Background: an optimization exercise with open tools, aiming at small area, a short achievable clock period and few clock cycles. Do not read the settings as production practice. Where RTL was checked, it was by simulation tests only, not by an equivalence proof against the original. Power is estimated from default activity; no workload was simulated.

==> inputs of run D <==
## gfStreamTop
module gfStreamTop #(
	parameter int slotCount = 4
) (
	input logic clk,
	input logic reset,
	input logic runValue,
	output logic runClear,
	output logic regReq,
	input logic regAck,
	output hostPkg::regAddrT regAddr,
	input logic regReadValid,
	input hostPkg::hostWordT regReadData,
	output logic inReadReq,
	input logic inReadAck,
	output hostPkg::memAddrT inReadAddr,
	input logic inReadValid,
	input hostPkg::hostWordT inReadData,
	output logic outWriteReq,
	input logic outWriteAck,
	output hostPkg::memAddrT outWriteAddr,
	output hostPkg::hostWordT outWriteData
);
export LEC_CHECK = 0
export CAP_MARGIN = 20
export CORE_MARGIN = 2
export CORE_UTILIZATION = 40
export SETUP_SLACK_MARGIN = 2.6
export SLEW_MARGIN = 20
create_clock -name core_clock -period 4.5 [get_ports {clk}]
standard.sh (not shown) runs the stock make flow with config.mk's settings and CLKGATE_MAP_FILE= SYNTH_SCRIPT=/design/flow/synth_recipe.tcl, a recipe that flattens the netlist after the stock synthesis.
==> flow/flow/run.sh <==
#!/bin/bash
# Standard layout with two resizer changes: port buffers are plain buffers
# instead of delay cells, and resizing may change a cell's footprint.
set -o pipefail
bash standard.sh MATCH_CELL_FOOTPRINT=0 \
	"BUFFER_PORTS_ARGS=-buffer_cell sky130_fd_sc_hd__buf_2" \
	finish > flow_make.log 2>&1
==> run A (differences from run D) <==
--- a/flow/design.v
+++ b/flow/design.v
@@ -35,65 +35,82 @@
 	output hostPkg::memAddrT inReadAddr,
 	input logic inReadValid,
 	input hostPkg::hostWordT inReadData,
 	output logic outWriteReq,
 	input logic outWriteAck,
 	output hostPkg::memAddrT outWriteAddr,
 	output hostPkg::hostWordT outWriteData
 );
-	localparam int ptrBits = (slotCount > 1) ? $clog2(slotCount) : 1;
+	localparam int ptrBits = (slotCount > 8) ? 4 : (slotCount > 4) ? 3 : (slotCount > 2) ? 2 : 1;
 	localparam int creditLimit = slotCount + 1;
-	localparam int usedBits = $clog2(creditLimit + 1);
+	localparam int usedBits = (creditLimit > 15) ? 5 : (creditLimit > 7) ? 4 : (creditLimit > 3) ? 3 : 2;
 	function automatic logic [7:0] xtime(input logic [7:0] x);
 		xtime = {x[6:0], 1'b0} ^ (x[7] ? 8'h1b : 8'h00);
 	endfunction
 	function automatic logic [ptrBits-1:0] ptrNext(input logic [ptrBits-1:0] p);
 		ptrNext = (p == ptrBits'(slotCount - 1)) ? '0 : p + 1'b1;
 	endfunction
 	logic busy;
 	logic regAddrBit;
 	logic lengthSeen;
 	logic multSeen;
 	logic lengthJust;
 	logic multJust;
 	logic satHigh;
 	logic satLow;
-	logic [10:0] lastIndex;       
+	logic rawNonZero;
+	logic rawOne;
+	logic [10:0] lastPrior;       
 	logic lengthZero;
+	logic lengthOne;
+	logic [7:0] mulEven [0:3];    
 	logic [7:0] mulPow [0:7];     
 	logic [31:0] cycleCount;
 	logic multArrive;
 	logic lengthNonZero;
 	logic multReady;
 	assign multArrive = busy && regReadValid && lengthSeen && !multSeen;
-	assign lengthNonZero = lengthJust ? (satHigh || satLow || (lastIndex != '0)) : !lengthZero;
+	logic rawSat;
+	assign rawSat = satHigh || satLow;
+	assign lengthNonZero = lengthJust ? (rawSat || rawNonZero) : !lengthZero;
+	logic lengthIsOne;
+	assign lengthIsOne = lengthJust ? (!rawSat && rawOne) : lengthOne;
 	assign multReady = multSeen && !multJust;
 	assign regAddr = {7'b0, regAddrBit};
 	always_ff @(posedge clk) begin
 		satHigh <= |regReadData[31:22];
 		satLow <= |regReadData[21:11];
+		rawNonZero <= |regReadData[10:0];
+		rawOne <= (regReadData[10:0] == 11'd1);
 		if (!multSeen) begin
-			mulPow[0] <= regReadData[7:0];
-		end
-		for (int i = 1; i < 8; i++) begin
+			mulEven[0] <= regReadData[7:0];
+		end
+		for (int i = 1; i < 4; i++) begin
 			logic [7:0] power;
-			power = mulPow[0];
-			for (int j = 0; j < i; j++) power = xtime(power);
-			mulPow[i] <= power;
+			power = mulEven[0];
+			for (int j = 0; j < 2*i; j++) power = xtime(power);
+			mulEven[i] <= power;
 		end
 		if (!lengthSeen) begin
-			lastIndex <= regReadData[10:0];
+			lastPrior <= regReadData[10:0];
 		end else if (lengthJust) begin
-			lastIndex <= (satHigh || satLow) ? 11'd2046 : lastIndex - 11'd1;
+			lastPrior <= rawSat ? 11'd2045 : lastPrior - 11'd2;
 		end
 		if (lengthJust) begin
-			lengthZero <= !(satHigh || satLow || (lastIndex != '0));
+			lengthZero <= !(rawSat || rawNonZero);
+			lengthOne <= !rawSat && rawOne;
 		end
 		cycleCount <= multJust ? 32'd1 : cycleCount + 32'd1;
+	end
+	always_comb begin
+		for (int i = 0; i < 4; i++) begin
+			mulPow[2*i] = mulEven[i];
+			mulPow[2*i+1] = xtime(mulEven[i]);
+		end
 	end
 	logic [31:0] product;
 	always_comb begin
 		for (int lane = 0; lane < 4; lane++) begin
 			logic [7:0] acc;
 			acc = '0;
 			for (int i = 0; i < 8; i++) begin
 				acc = acc ^ (inReadData[lane*8 + i] ? mulPow[i] : 8'h00);
@@ -102,48 +119,46 @@
 		end
 	end
 	logic [31:0] slot [0:slotCount-1];
 	logic [ptrBits-1:0] writePtr;
 	logic [ptrBits-1:0] readPtr;
 	logic [ptrBits:0] fill;
 	logic bufEmpty;
 	logic bufFull;
-	assign bufEmpty = (fill == '0);
-	assign bufFull = (fill == (ptrBits+1)'(slotCount));
 	always_ff @(posedge clk) begin
 		for (int k = 0; k < slotCount; k++) begin
 			if (!bufFull && writePtr == ptrBits'(k)) begin
 				slot[k] <= product;
 			end
 		end
 	end
 	logic readAccept;
 	logic writeAccept;
 	logic writeFree;
-	logic readLast;
+	logic readAtLast;     
+	logic outAtLast;      
 	logic outIsCount;
 	logic outFree;
 	logic loadWord;
 	logic takeSlot;
 	logic pushSlot;
 	logic lastWrite;
 	logic countWait;      
 	logic loadCount;
 	logic [31:0] nextWord;
 	assign readAccept = inReadReq && inReadAck;
 	assign writeAccept = outWriteReq && outWriteAck;
 	assign writeFree = writeAccept && !outIsCount;
-	assign readLast = (inReadAddr == lastIndex);
 	assign outFree = !outWriteReq || writeFree;
 	assign loadWord = outFree && (!bufEmpty || inReadValid);
 	assign takeSlot = loadWord && !bufEmpty;
 	assign pushSlot = inReadValid && !bufEmpty || inReadValid && !outFree;
 	assign nextWord = bufEmpty ? product : slot[readPtr];
-	assign lastWrite = writeFree && (outWriteAddr == lastIndex);
+	assign lastWrite = writeFree && outAtLast;
 	assign loadCount = lastWrite || (countWait && multReady && !outWriteReq);
 	logic readPhase;
 	logic [usedBits-1:0] used;
 	always_ff @(posedge clk) begin
 		if (reset) begin
 			busy <= 1'b0;
 			regReq <= 1'b0;
 			regAddrBit <= 1'b0;
@@ -153,16 +168,18 @@
 			multJust <= 1'b0;
 			readPhase <= 1'b0;
 			inReadReq <= 1'b0;
 			inReadAddr <= '0;
 			used <= '0;
 			writePtr <= '0;
 			readPtr <= '0;
 			fill <= '0;
+			bufEmpty <= 1'b1;
+			bufFull <= 1'b0;
 			outWriteReq <= 1'b0;
 			outIsCount <= 1'b0;
 			outWriteAddr <= '1;
 			countWait <= 1'b0;
 			runClear <= 1'b0;
 		end else begin
 			runClear <= 1'b0;
 			lengthJust <= busy && regReadValid && !lengthSeen;
@@ -182,46 +199,59 @@
 					if (!regAddrBit) regAddrBit <= 1'b1;
 					else regReq <= 1'b0;
 				end
 				if (regReadValid) begin
 					lengthSeen <= 1'b1;
 					if (lengthSeen) multSeen <= 1'b1;
 				end
 			end
-			used <= used + usedBits'(readAccept) - usedBits'(writeFree);
+			if (readAccept && !writeFree) used <= used + 1'b1;
+			if (writeFree && !readAccept) used <= used - 1'b1;
+			if (readAccept) readAtLast <= (inReadAddr == lastPrior);
 			if (multArrive) begin
+				readAtLast <= lengthIsOne;
 				readPhase <= lengthNonZero;
 				inReadReq <= lengthNonZero;
 				countWait <= !lengthNonZero;
 			end else if (inReadReq && !inReadAck) begin
 				inReadReq <= 1'b1;
 			end else if (readAccept) begin
 				inReadAddr <= inReadAddr + 1'b1;
-				if (readLast) begin
+				if (readAtLast) begin
 					readPhase <= 1'b0;
 					inReadReq <= 1'b0;
 				end else begin
 					inReadReq <= writeFree ? (used <= usedBits'(creditLimit - 1))
 					                       : (used <= usedBits'(creditLimit - 2));
 				end
 			end else begin
 				inReadReq <= readPhase && (writeFree || (used <= usedBits'(creditLimit - 1)));
 			end
 			if (pushSlot) writePtr <= ptrNext(writePtr);
 			if (takeSlot) readPtr <= ptrNext(readPtr);
-			fill <= fill + (ptrBits+1)'(pushSlot) - (ptrBits+1)'(takeSlot);
+			if (pushSlot && !takeSlot) begin
+				fill <= fill + 1'b1;
+				bufEmpty <= 1'b0;
+				bufFull <= (fill == (ptrBits+1)'(slotCount - 1));
+			end
+			if (takeSlot && !pushSlot) begin
+				fill <= fill - 1'b1;
+				bufEmpty <= (fill == (ptrBits+1)'(1));
+				bufFull <= 1'b0;
+			end
 			if (loadCount) begin
 				countWait <= 1'b0;
 				outWriteReq <= 1'b1;
 				outIsCount <= 1'b1;
 				outWriteAddr <= '1;
 			end else if (loadWord) begin
 				outWriteReq <= 1'b1;
 				outWriteAddr <= outWriteAddr + 1'b1;
+				outAtLast <= (outWriteAddr == lastPrior);
 			end else if (writeAccept) begin
 				outWriteReq <= 1'b0;
 				if (outIsCount) begin
 					outIsCount <= 1'b0;
 					runClear <= 1'b1;
 					busy <= 1'b0;
 				end
 			end
==> flow/flow/run.sh (replaced) <==
#!/bin/bash
# Standard layout with resizer and clock tree changes: port buffers are
# plain buffers instead of delay cells, resizing may change a cell's
# footprint, and the clock tree gets no dummy loads.
set -o pipefail
bash standard.sh MATCH_CELL_FOOTPRINT=0 \
	"BUFFER_PORTS_ARGS=-buffer_cell sky130_fd_sc_hd__buf_2" \
	"CTS_ARGS=-sink_clustering_enable -repair_clock_nets -dont_use_dummy_load -buf_list {sky130_fd_sc_hd__clkbuf_2 sky130_fd_sc_hd__clkbuf_4}" \
	finish > flow_make.log 2>&1
==> flow/config.mk (replaced) <==
export PLATFORM = sky130hd
export DESIGN_NAME = gfStreamTop
export DESIGN_NICKNAME = gfStreamTop
export VERILOG_FILES = /design/flow/design.v
export SDC_FILE = /design/flow/constraint.sdc
export NUM_CORES = 4
export LEC_CHECK = 0
export CAP_MARGIN = 0
export CORE_MARGIN = 2
export CORE_UTILIZATION = 60
export CTS_BUF_LIST = sky130_fd_sc_hd__clkbuf_4 sky130_fd_sc_hd__clkbuf_8
export SETUP_SLACK_MARGIN = 2.4
export SLEW_MARGIN = 0
==> qor summary <==
|  | run A | run D |
|---|---|---|
| Run status | finished clean | finished clean |
| Power Combinational | 3.35 mW | 4.95 mW |
| Multiplexer share of the synthesized area | 1.337% | 0.3594% |
| Min-Delay Startpoint | rawNonZero | cycleCount[0] |
| Worst reg2reg path startpoint | mulEven[1][5] | fill[1] |
| Tapcells inserted | 330 | 468 |
| HPWL Detailed | 26050 µm | 26070 µm |
| Sw power | 3.274 mW | 4.201 mW |
| Area of the multi-input gates | 7600 µm² | 8112 µm² |
| Worst reg2reg setup slack | 2.47 ns | 2.37 ns |
| Combined buffer and inverter count along the critical path | 1 | 2 |
| Worst Tran Pin Value | 0.6641 ns | 0.6554 ns |
| Overall Power | 9.094 mW | 11.75 mW |
| Max FO, Critical Path | 1 | 2 |
| Mapped cell area | 15250 µm² | 14970 µm² |
| Final clock period utilization by the worst path | 48.46% | 47.36% |
| Row Count | 58 | 70 |
| Final non-filler cell total | 2064 | 2194 |
| Biggest area consumer among cell classes | flip-flops and latches | multi-input combinational cells |
| Total of warnings raised by yosys | 4 | 3 |
| Buffering overhead | 7.202% | 10.29% |
| Die area | 26720 µm² | 38990 µm² |
| Static leakage | 6.758 nW | 7.402 nW |
| Flip-flop and latch share of the layout cell area | 43.38% | 39.36% |
| Synthesized-area fraction occupied by ao, oa, aoi and oai cells | 7.644% | 9.060% |
| Worst Path Class, Setup | flip-flop to primary output | flip-flop to flip-flop |
Testbench counts of run A, summed over its fixed seeds: cycles 52,628.
The RTL of run D was laid out without a check of its function.


==> harbor: inputs <==
gfStreamTop, a different RTL version from the one above (not shown whole).
// gfStreamTop
module gfStreamTop #(
	parameter int slotCount = 4
) (
	input logic clk,
	input logic reset,
	input logic runValue,
	output logic runClear,
	output logic regReq,
	input logic regAck,
	output hostPkg::regAddrT regAddr,
	input logic regReadValid,
	input hostPkg::hostWordT regReadData,
	output logic inReadReq,
	input logic inReadAck,
	output hostPkg::memAddrT inReadAddr,
	input logic inReadValid,
	input hostPkg::hostWordT inReadData,
	output logic outWriteReq,
	input logic outWriteAck,
	output hostPkg::memAddrT outWriteAddr,
	output hostPkg::hostWordT outWriteData
);
==> flow/config.mk <==
export PLATFORM = sky130hd
export DESIGN_NAME = gfStreamTop
export DESIGN_NICKNAME = gfStreamTop
export VERILOG_FILES = /design/flow/design.v
export SDC_FILE = /design/flow/constraint.sdc
export NUM_CORES = 4
export LEC_CHECK = 0
export CAP_MARGIN = 0
export CORE_MARGIN = 2
export CORE_UTILIZATION = 60
export SETUP_SLACK_MARGIN = 2.2
export SLEW_MARGIN = 0
==> flow/constraint.sdc <==
create_clock -name core_clock -period 4.5 [get_ports {clk}]
set_input_delay 0.9000 -clock core_clock [delete_from_list [all_inputs] [get_ports {clk}]]
set_output_delay 0.9000 -clock core_clock [all_outputs]
set_load 0.01 [all_outputs]
==> flow/flow/run.sh <==
#!/bin/bash
# Standard layout with two resizer changes: port buffers are plain buffers
# instead of delay cells, and resizing may change a cell's footprint.
set -o pipefail
bash standard.sh MATCH_CELL_FOOTPRINT=0 \
	"BUFFER_PORTS_ARGS=-buffer_cell sky130_fd_sc_hd__buf_2" \
	finish > flow_make.log 2>&1
==> inputs of raven, as changes to harbor <==
--- a/flow/design.v
+++ b/flow/design.v
@@ -35,19 +35,19 @@
 	output hostPkg::memAddrT inReadAddr,
 	input logic inReadValid,
 	input hostPkg::hostWordT inReadData,
 	output logic outWriteReq,
 	input logic outWriteAck,
 	output hostPkg::memAddrT outWriteAddr,
 	output hostPkg::hostWordT outWriteData
 );
-	localparam int ptrBits = (slotCount > 1) ? $clog2(slotCount) : 1;
+	localparam int ptrBits = (slotCount > 8) ? 4 : (slotCount > 4) ? 3 : (slotCount > 2) ? 2 : 1;
 	localparam int creditLimit = slotCount + 1;
-	localparam int usedBits = $clog2(creditLimit + 1);
+	localparam int usedBits = (creditLimit > 15) ? 5 : (creditLimit > 7) ? 4 : (creditLimit > 3) ? 3 : 2;
 	function automatic logic [7:0] xtime(input logic [7:0] x);
 		xtime = {x[6:0], 1'b0} ^ (x[7] ? 8'h1b : 8'h00);
 	endfunction
 	function automatic logic [ptrBits-1:0] ptrNext(input logic [ptrBits-1:0] p);
 		ptrNext = (p == ptrBits'(slotCount - 1)) ? '0 : p + 1'b1;
 	endfunction
 	logic busy;
 	logic regAddrBit;
==> flow/flow/run.sh (replaced) <==
#!/bin/bash
# Standard layout with resizer and clock tree changes: port buffers are
# plain buffers instead of delay cells, resizing may change a cell's
# footprint, and the clock tree gets no dummy loads.
set -o pipefail
bash standard.sh MATCH_CELL_FOOTPRINT=0 \
	"BUFFER_PORTS_ARGS=-buffer_cell sky130_fd_sc_hd__buf_2" \
	"CTS_ARGS=-sink_clustering_enable -repair_clock_nets -dont_use_dummy_load -buf_list {sky130_fd_sc_hd__clkbuf_4 sky130_fd_sc_hd__clkbuf_8}" \
	finish > flow_make.log 2>&1
==> flow/config.mk (replaced) <==
export PLATFORM = sky130hd
export DESIGN_NAME = gfStreamTop
export DESIGN_NICKNAME = gfStreamTop
export VERILOG_FILES = /design/flow/design.v
export SDC_FILE = /design/flow/constraint.sdc
export NUM_CORES = 4
export LEC_CHECK = 0
export CAP_MARGIN = 0
export CORE_MARGIN = 2
export CORE_UTILIZATION = 60
export CTS_BUF_LIST = sky130_fd_sc_hd__clkbuf_4 sky130_fd_sc_hd__clkbuf_8
export SETUP_SLACK_MARGIN = 2.45
export SLEW_MARGIN = 0
==> inputs of pepper, as changes to harbor <==
--- a/flow/design.v
+++ b/flow/design.v
@@ -52,57 +52,53 @@
 	logic busy;
 	logic regAddrBit;
 	logic lengthSeen;
 	logic multSeen;
 	logic lengthJust;
 	logic multJust;
 	logic satHigh;
 	logic satLow;
-	logic rawNonZero;
-	logic rawOne;
 	logic [10:0] lastPrior;       
 	logic lengthZero;
 	logic lengthOne;
 	logic [7:0] mulEven [0:3];    
 	logic [7:0] mulPow [0:7];     
 	logic [31:0] cycleCount;
 	logic multArrive;
 	logic lengthNonZero;
 	logic multReady;
 	assign multArrive = busy && regReadValid && lengthSeen && !multSeen;
 	logic rawSat;
 	assign rawSat = satHigh || satLow;
-	assign lengthNonZero = lengthJust ? (rawSat || rawNonZero) : !lengthZero;
+	assign lengthNonZero = lengthJust ? (rawSat || (lastPrior != '0)) : !lengthZero;
 	logic lengthIsOne;
-	assign lengthIsOne = lengthJust ? (!rawSat && rawOne) : lengthOne;
+	assign lengthIsOne = lengthJust ? (!rawSat && lastPrior == 11'd1) : lengthOne;
 	assign multReady = multSeen && !multJust;
 	assign regAddr = {7'b0, regAddrBit};
 	always_ff @(posedge clk) begin
 		satHigh <= |regReadData[31:22];
 		satLow <= |regReadData[21:11];
-		rawNonZero <= |regReadData[10:0];
-		rawOne <= (regReadData[10:0] == 11'd1);
 		if (!multSeen) begin
 			mulEven[0] <= regReadData[7:0];
 		end
 		for (int i = 1; i < 4; i++) begin
 			logic [7:0] power;
 			power = mulEven[0];
 			for (int j = 0; j < 2*i; j++) power = xtime(power);
 			mulEven[i] <= power;
 		end
 		if (!lengthSeen) begin
 			lastPrior <= regReadData[10:0];
 		end else if (lengthJust) begin
 			lastPrior <= rawSat ? 11'd2045 : lastPrior - 11'd2;
 		end
 		if (lengthJust) begin
-			lengthZero <= !(rawSat || rawNonZero);
-			lengthOne <= !rawSat && rawOne;
+			lengthZero <= !(rawSat || (lastPrior != '0));
+			lengthOne <= !rawSat && lastPrior == 11'd1;
 		end
 		cycleCount <= multJust ? 32'd1 : cycleCount + 32'd1;
 	end
 	always_comb begin
 		for (int i = 0; i < 4; i++) begin
 			mulPow[2*i] = mulEven[i];
 			mulPow[2*i+1] = xtime(mulEven[i]);
 		end
==> flow/config.mk (replaced) <==
export PLATFORM = sky130hd
export DESIGN_NAME = gfStreamTop
export DESIGN_NICKNAME = gfStreamTop
export VERILOG_FILES = /design/flow/design.v
export SDC_FILE = /design/flow/constraint.sdc
export NUM_CORES = 4
export LEC_CHECK = 0
export CAP_MARGIN = 20
export CORE_MARGIN = 2
export CORE_UTILIZATION = 40
export SETUP_SLACK_MARGIN = 2.5
export SLEW_MARGIN = 20
==> summary of the runs <==
The lowest utilization belongs to pepper, the highest to raven.
Sequential power is about the same in pepper and raven.
Maximum frequency: raven > pepper > harbor.
Against pepper, the via count of harbor is lower by about 3%.
The highest non-clock buffer count belongs to pepper, the lowest to harbor.
Final cell count: raven is larger than harbor (about 0.6%).
The highest clock skew belongs to raven, the lowest to pepper.
Wire length, lowest first: harbor, raven, pepper.
Global-route usage: raven > harbor > pepper.
Testbench counts of raven, summed over its fixed seeds: cycles 52,628.
The RTL of harbor and pepper was laid out without a check of its function.

==> re-timing with driven ports <==
No port has a modelled driver above. Below, the same layouts with a new extraction and two added sets of constraints. Step 1, drivers: a clkbuf_16 drives clk and a buf_2 each remaining input, both assumed. Step 2 times the ports against the registers' clock, not the clock port: input delays grow and output delays shrink by t, the midpoint of the rising clock arrivals with the driver on. Three values: ideal, step 1, step 2; two values: the first two.
run	shift t [ns]	setup WS [ns]	clock arrival spread, ns	worst register clock-pin slew, ns	worst data-port slew with drivers (ns)
run D	0.607	2.369 / 2.369 / 1.842	0.013 / 0.013	0.06 / 0.06	0.08
run A	0.672	2.319 / 2.274 / 1.901	0.125 / 0.125	0.07 / 0.07	0.06
harbor	0.608	2.243 / 2.243 / 1.764	0.028 / 0.028	0.06 / 0.06	0.05
raven	0.565	2.396 / 2.354 / 1.990	0.084 / 0.084	0.07 / 0.07	0.05
pepper	0.611	2.362 / 2.308 / 1.946	0.018 / 0.019	0.07 / 0.07	0.07
After both steps every run listed still meets setup and hold. For run D, which loses most, drivers alone change the setup slack by 0.000 ns; drivers and shift together by -0.527 ns.
